Source: an optimization exercise on an open RTL-to-GDS flow (aim: small area and a short achievable clock period). Production flows keep margins and buffers that such runs may drop.
Function was checked by simulation only, so behaviour that the tests miss may differ from the original.
Power figures rest on the tool's default switching activity, not on a simulated workload.

[config.mk]
export PLATFORM = sky130hd
export DESIGN_NAME = fpu_ss_multi_scoreboard
export DESIGN_NICKNAME = fpu_ss_multi_scoreboard
export VERILOG_FILES = /design/flow/design.v
export SDC_FILE = /design/flow/constraint.sdc
export NUM_CORES = 4
export LEC_CHECK = 0
export CAP_MARGIN = 20
export CORE_MARGIN = 2
export CORE_UTILIZATION = 30
export PLACE_DENSITY = 0.5
export SLEW_MARGIN = 20
[constraint.sdc]
create_clock -name core_clock -period 10.0 [get_ports {clk_i}]
set_input_delay 2.0000 -clock core_clock [delete_from_list [all_inputs] [get_ports {clk_i}]]
set_output_delay 2.0000 -clock core_clock [all_outputs]
set_load 0.01 [all_outputs]
[design.v]
module fpu_ss_multi_scoreboard #(
    parameter int NB_CORES     = 2,
    parameter int NUM_REGS     = 32,
    parameter int CNT_W        = 2,
    parameter int MAX_INFLIGHT = 8,
    parameter int IN_ORDER_WB  = 1,
    localparam int CORE_W      = (NB_CORES > 1) ? $clog2(NB_CORES) : 1,
    localparam int REG_W       = $clog2(NUM_REGS),
    localparam int INF_W       = $clog2(MAX_INFLIGHT + 1)
) (
    input  logic                clk_i,
    input  logic                rst_ni,
    input  logic                disp_valid_i,
    output logic                disp_ready_o,
    input  logic [CORE_W-1:0]   disp_core_i,
    input  logic [3*REG_W-1:0]  disp_rs_i,
    input  logic [2:0]          disp_rs_use_i,
    input  logic [REG_W-1:0]    disp_rd_i,
    input  logic                disp_rd_fp_i,
    input  logic                fpu_wb_valid_i,
    input  logic [CORE_W-1:0]   fpu_wb_core_i,
    input  logic [REG_W-1:0]    fpu_wb_rd_i,
    input  logic                lsu_wb_valid_i,
    input  logic [CORE_W-1:0]   lsu_wb_core_i,
    input  logic [REG_W-1:0]    lsu_wb_rd_i,
    output logic [5:0]          fwd_sel_o,
    output logic [INF_W-1:0]    inflight_o,
    output logic                err_o
);
    localparam logic [CNT_W-1:0] CNT_MAX = '1;
    localparam logic [INF_W-1:0] INF_MAX = INF_W'(MAX_INFLIGHT);
    logic [CNT_W-1:0] cnt [NB_CORES][NUM_REGS];
    logic [INF_W-1:0] inflight_q;
    logic             err_q;
    logic [REG_W-1:0] rs_addr [3];
    logic [CNT_W-1:0] rs_cnt  [3];
    logic [2:0]       raw_haz;
    logic [5:0]       fwd_sel;
    logic [2:0]       rs_fpu_hit;
    logic [2:0]       rs_lsu_hit;
    logic [CNT_W-1:0] rd_cnt, fpu_cnt, lsu_cnt;
    logic             hazard, inc, same_tgt, fpu_ok, lsu_ok, err_set;
    always_comb begin
        raw_haz = '0;
        fwd_sel = '0;
        rs_fpu_hit = '0;
        rs_lsu_hit = '0;
        for (int i = 0; i < 3; i++) begin
            rs_addr[i] = disp_rs_i[i*REG_W +: REG_W];
            rs_cnt[i]  = cnt[disp_core_i][rs_addr[i]];
            rs_fpu_hit[i] = fpu_wb_valid_i && (fpu_wb_core_i == disp_core_i) && (fpu_wb_rd_i == rs_addr[i]);
            rs_lsu_hit[i] = lsu_wb_valid_i && (lsu_wb_core_i == disp_core_i) && (lsu_wb_rd_i == rs_addr[i]);
            if (disp_rs_use_i[i] && (rs_cnt[i] != '0)) begin
                if ((rs_cnt[i] == CNT_W'(1)) && (rs_fpu_hit[i] ^ rs_lsu_hit[i]))
                    fwd_sel[2*i +: 2] = rs_fpu_hit[i] ? 2'b01 : 2'b10;
                else
                    raw_haz[i] = 1'b1;
            end
        end
    end
    always_comb begin
        rd_cnt  = cnt[disp_core_i][disp_rd_i];
        hazard  = (|raw_haz)
               || (disp_rd_fp_i && (((IN_ORDER_WB == 0) && (rd_cnt != '0))
                                    || (rd_cnt == CNT_MAX)
                                    || (inflight_q == INF_MAX)));
        inc     = disp_valid_i && !hazard && disp_rd_fp_i;
        fpu_cnt  = cnt[fpu_wb_core_i][fpu_wb_rd_i];
        lsu_cnt  = cnt[lsu_wb_core_i][lsu_wb_rd_i];
        same_tgt = fpu_wb_valid_i && lsu_wb_valid_i
                && (fpu_wb_core_i == lsu_wb_core_i) && (fpu_wb_rd_i == lsu_wb_rd_i);
        fpu_ok   = fpu_wb_valid_i && (fpu_cnt != '0);
        lsu_ok   = lsu_wb_valid_i && (same_tgt ? (fpu_cnt > CNT_W'(1)) : (lsu_cnt != '0));
        err_set  = (fpu_wb_valid_i && !fpu_ok) || (lsu_wb_valid_i && !lsu_ok);
    end
    assign disp_ready_o = !hazard;
    assign fwd_sel_o    = fwd_sel;
    assign inflight_o   = inflight_q;
    assign err_o        = err_q;
    always_ff @(posedge clk_i or negedge rst_ni) begin
        if (!rst_ni) begin
            for (int c = 0; c < NB_CORES; c++)
                for (int r = 0; r < NUM_REGS; r++)
                    cnt[c][r] <= '0;
            inflight_q <= '0;
            err_q      <= 1'b0;
        end else begin
            for (int c = 0; c < NB_CORES; c++)
                for (int r = 0; r < NUM_REGS; r++)
                    cnt[c][r] <= cnt[c][r]
                        + CNT_W'(inc    && (disp_core_i   == CORE_W'(c)) && (disp_rd_i   == REG_W'(r)))
                        - CNT_W'(fpu_ok && (fpu_wb_core_i == CORE_W'(c)) && (fpu_wb_rd_i == REG_W'(r)))
                        - CNT_W'(lsu_ok && (lsu_wb_core_i == CORE_W'(c)) && (lsu_wb_rd_i == REG_W'(r)));
            inflight_q <= inflight_q + INF_W'(inc) - INF_W'(fpu_ok) - INF_W'(lsu_ok);
            if (err_set)
                err_q <= 1'b1;
        end
    end
endmodule
[run.sh]
#!/bin/bash
# synth_recipe.tcl (not shown) runs the flow's synth.tcl, then flattens the netlist and writes it again
# the make line also repeats each setting of config.mk as NAME=value (left out here)
make -C /OpenROAD-flow-scripts/flow DESIGN_CONFIG=/design/flow/config.mk WORK_HOME=/design/flow/orfs CLKGATE_MAP_FILE= SYNTH_SCRIPT=/design/flow/synth_recipe.tcl finish
==> metrics.md <==
| Metric | Value |
|---|---|
| Post-synth EDFFs | 0 |
| Int Power | between 1.5 and 2 mW |
| Max Fclk | 114 MHz |
| Slowest stage delay, CP | 0.94 ns |
| First-pass GRT wire length | ~180000 um |
| Register bit total from synthesis | between 100 and 150 |
| Final Max Tran Viols | 0 |
| Critical Path Start Type | input port |
| Final Hold Violating Endpoints | 0 |
| CTS tree | yes |
| CTS Root Cell | clkbuf_16 |
| Switching share of power | 0.625 |
| Crit path max-delay cell type | clkdlybuf4s50_1 |
| Pleak | between 7 and 8 nW |
| Most used cell along the critical path | clkdlybuf4s50_1 |
| Residual DRC count | 0 |
| Final #Nets | between 2000 and 2500 |
| Mean number of vias per cell | approximately 7.3 |
| Clock Latency Late Sink | 0.46 ns |
| Yosys Warn Count | 4 |
| Power per Cell Area | 245 nW/um2 |
| Layout Cells excl Fill | ~3000 |
| # clock sinks | 133 |
| CTS Buf Count | 17 |
| DRT Pass-1 Iters | 6 |
| I/O pins | 54 |
| Initial antenna violation count | 30 |
| CTS Hold Bufs | 0 |
| Hold Crit Class | flip-flop to flip-flop |
| Worst path top cell family by delay | compound AO/OA/AOI/OAI gates |
| Core Area | just over 60000 um2 |
| Clock slew at reported path FFs | 0.06 ns |
| Placement Rows | 90 |
| Clock power frac | 0.135 |
| Detailed router's first-iteration violation count | approximately 3900 |
| Buffers on Ports | 53 |
| Synth Area per Inst | 8.16 um2 |
| RSZ-0062 raised after global routing | false |
| Clock buffer depth | 2 |
| Total gr overflow | 0 |
| Final Hold Slack | about 0.48 ns |
| DP Wirelength | 88500 um |
| Syn Std Cell Area | about 18000 um2 |
| CP endpoint kind | output port |
| Vias in the first global route | between 20000 and 25000 |
| Die W | around 250 um |
| Layout area overhead | 12.5% |
| Placed cells | 3000 |
| Fin crit period | roughly 8.8 ns |
| Comb pwr share | 0.488 |
| Actual slew at the worst max-slew pin | 1.24 ns |
| Final setup violation count | 0 |
| Max VDD drop | 0.186 mV |
| CP cell instances | clkdlybuf4s50_1 -> buf_4 -> nor2b_1 -> a32oi_1 -> nor3_1 -> o41a_1 -> a2111oi_0 -> a21oi_1 -> a2111o_1 -> nor2_1 -> clkdlybuf4s50_1 |
| Sum Neg Setup Slack | 0 ns |
| Die height | approximately 250 um |
| Max Cap Violations | 0 |
| Status | complete, no violations |
| Netlist cell types | 87 |
| Post-Route WL | approximately 130000 um |
| Arr. time, crit path | a little under 7 ns |
| Sequential share of power | 0.377 |
| Net count of the mapped netlist | roughly 2400 |
| Via count | approximately 22000 |
| Slew headroom | 0.164 |
| Clk_skew | between 0.015 and 0.02 ns |
| Sequential element share of the synthesized area | 0.180 |
| Post-CTS Setup Bufs | 0 |
| Largest net degree at the start of global routing | 88 |
| Post-CTS Resized | 0 |
| DIE AREA | about 63000 um2 |
| CP required | 8.00 ns |
| Asr flop ratio synth | 1.00 |
| Class of the most critical setup path | input port to output port |
| Max FO, Critical Path | 25 |
| Top_reg_cell synth | dfrtp_1 |
| Worst path buffer plus inverter count | 3 |
| Initial Util | 0.305 |
| Final Power | 5.08 mW |
| Routed len/inst | 42.6 um |
| Share of the clock period used by the worst path after layout | 0.877 |
| H-tree depth | 4 |
| NetSw | 3.17 mW |
| Global-route usage over all layers | 0.405 |
| Antenna viol nets, final | 0 |
| Cells after Synth | about 2300 |
| Share of post-route cells with drive strength above 1 | 0.120 |
| GPL Wtd Cong | 1.09 |
-- cell usage after synthesis, drive strengths merged, types with 10 or more instances --
library cell	count	area (um2)
buf	93	443
nand4	72	450
fa	66	1320
nand3b	28	210
nor4bb	19	190
a22o	27	236
and4b	17	170
ha	68	851
o2111ai	17	149
xnor2	125	1090
nand2b	16	100
a32oi	41	359
a211o	12	105
o22ai	10	62.6
dfrtp	133	3330
mux2	37	417
nor2	66	248
nor3	70	350
and4	17	149
and3b	17	149
mux2i	42	420
nor3b	29	218
a32o	15	150
a21oi	59	295
nand4b	11	96.3
xor2	45	394
nand2	150	563
a2111oi	14	123
clkbuf	140	527
a221oi	15	131
and3	62	388
and2	54	338
nor4	42	263
or4	17	128
o211ai	19	143
a31oi	49	307
nand3	118	591
o21ai	53	265
inv	66	248
nor2b	69	432
a22oi	41	308
or3	18	113
nor4b	17	149
-- state kept, by name, indices dropped and copies added (netlist names) --
register / count
inflight_q: 4
cnt: 128
err_q: 1
-- logic make-up (layout without fill, tap and decap cells) --
group / after synthesis / after routing / synth area share
and+or+nand+nor: 932 / 932 / 0.298
AOI/OAI and AO/OA: 505 / 505 / 0.207
buffers and inverters: 304 / 294 / 0.0670
xor gates and xnor gates: 170 / 170 / 0.0807
adders and majority gates: 134 / 134 / 0.118
DFF: 133 / 133 / 0.180
muxes: 82 / 82 / 0.0490
other: 0 / 30 / 0
-- worst paths after layout --
| check | startpoint | to | slack (ns) | cells past startpoint |
|---|---|---|---|---|
| max | disp_rs_i[11] | disp_ready_o | 1.23 | 11 |
| min | cnt[47][1]$_DFF_PN0_ | cnt[47][1]$_DFF_PN0_ | 0.48 | 1 |
| max reg2reg | cnt[3][0]$_DFF_PN0_ | cnt[22][1]$_DFF_PN0_ | 4.60 | 14 |
| min reg2reg | cnt[47][1]$_DFF_PN0_ | cnt[47][1]$_DFF_PN0_ | 0.48 | 1 |
| max in group asynchronous | rst_ni | cnt[49][0]$_DFF_PN0_ | 7.07 | 2 |
| min in group asynchronous | rst_ni | cnt[30][0]$_DFF_PN0_ | 1.63 | 1 |
-- through the flow --
stage | util | setup WS [ns] | area (um2)
final | 0.343 | 1.23 | 20800
after detailed placement | 0.331 | 1.39 | 20100
after CTS | 0.341 | 1.37 | 20700
after floorplan | - | 3.19 | 18400
after global placement | 0.331 | 1.39 | 20000
after global routing | 0.341 | 1.02 | 20700
-- final cells by class --
type                            count  area [um2]
Fill cell                        6356       39800
Timing Repair Buffer              191        1510
Sequential cell                   133        3330
Clock inverter                     15         179
Inverter                           71         267
Tap cell                          782         978
Antenna cell                       30        75.1
Clock buffer                       17         425
Multi-Input combinational cell   1823       14000
-- routing by layer --
metal / vias to the layer above / track usage / part of all wire
li1: 8594 / - / -
met5: - / 0.0124 / 0.00079
met2: 2013 / 0.549 / 0.40
met3: 612 / 0.155 / 0.13
met4: 16 / 0.330 / 0.094
met1: 11023 / 0.503 / 0.37
-- power by group through the flow --
stage               Clock, mW  Combinational (mW)  Sequential [mW]
floorplan                   0               0.904             1.12
global placement            0                2.29             1.77
detailed placement          0                2.28             1.76
CTS                     0.693                2.29             1.75
global route            0.715                2.43             1.81
finish                  0.687                2.48             1.91
-- worst reg2reg max path, stage by stage (launching register included) --
cell and delay, ns:
dfrtp_1 0.75, and3_1 0.33, o2111a_1 0.24, a2111oi_0 0.43, nand4_1 0.19, or4_1 0.57, o31a_1 0.35, a2111o_1 0.37
buf_4 0.33, or4_1 0.68, fa_1 0.51, inv_1 0.05, ha_1 0.20, xnor2_1 0.14, xnor2_1 0.13
-- cell usage in the layout (no fill, tap or decap), types with 30 or more instances in the layout --
cell type	netlist	final
nand2_1	150	150
buf_4	0	138
dfrtp_1	133	133
xnor2_1	125	125
nand3_1	118	118
nand4_1	72	72
nor2b_1	69	69
ha_1	68	68
inv_1	66	66
fa_1	66	66
nor3_1	70	65
nor2_1	66	63
and3_1	62	62
a21oi_1	59	59
o21ai_0	53	53
and2_1	50	50
a31oi_1	49	48
xor2_1	45	45
mux2i_1	42	42
a32oi_1	41	41
a22oi_1	41	41
nor4_1	42	39
mux2_2	37	37
clkdlybuf4s50_1	0	35
diode_2	0	30

[afterwards: timing with drivers on the ports]
In the flow no input, the clock included, has a driving cell. The finished layout below was timed again as built, in two steps.
Step 1: set_driving_cell puts a clkbuf_16 on clk_i and a buf_2 on each other input, an assumption about the parent block.
Step 2 also shifts input and output timing later by t, the mid clock arrival at the registers, as if the neighbouring blocks saw the same clock.
Slacks: no drivers / after step 1 / after step 2; pairs: no drivers / after step 1.
shift t [ns]: 0.504
setup slack, ns: 1.227 / 1.199 / 1.199
worst setup path at the end: input to output
slew at the worst register clock pin (ns): 0.08 / 0.08
worst slew at a driven data input, ns: 0.04
After both steps setup and hold are still met in this run. For this run, drivers alone change the setup slack by -0.028 ns; drivers and shift together by -0.028 ns.
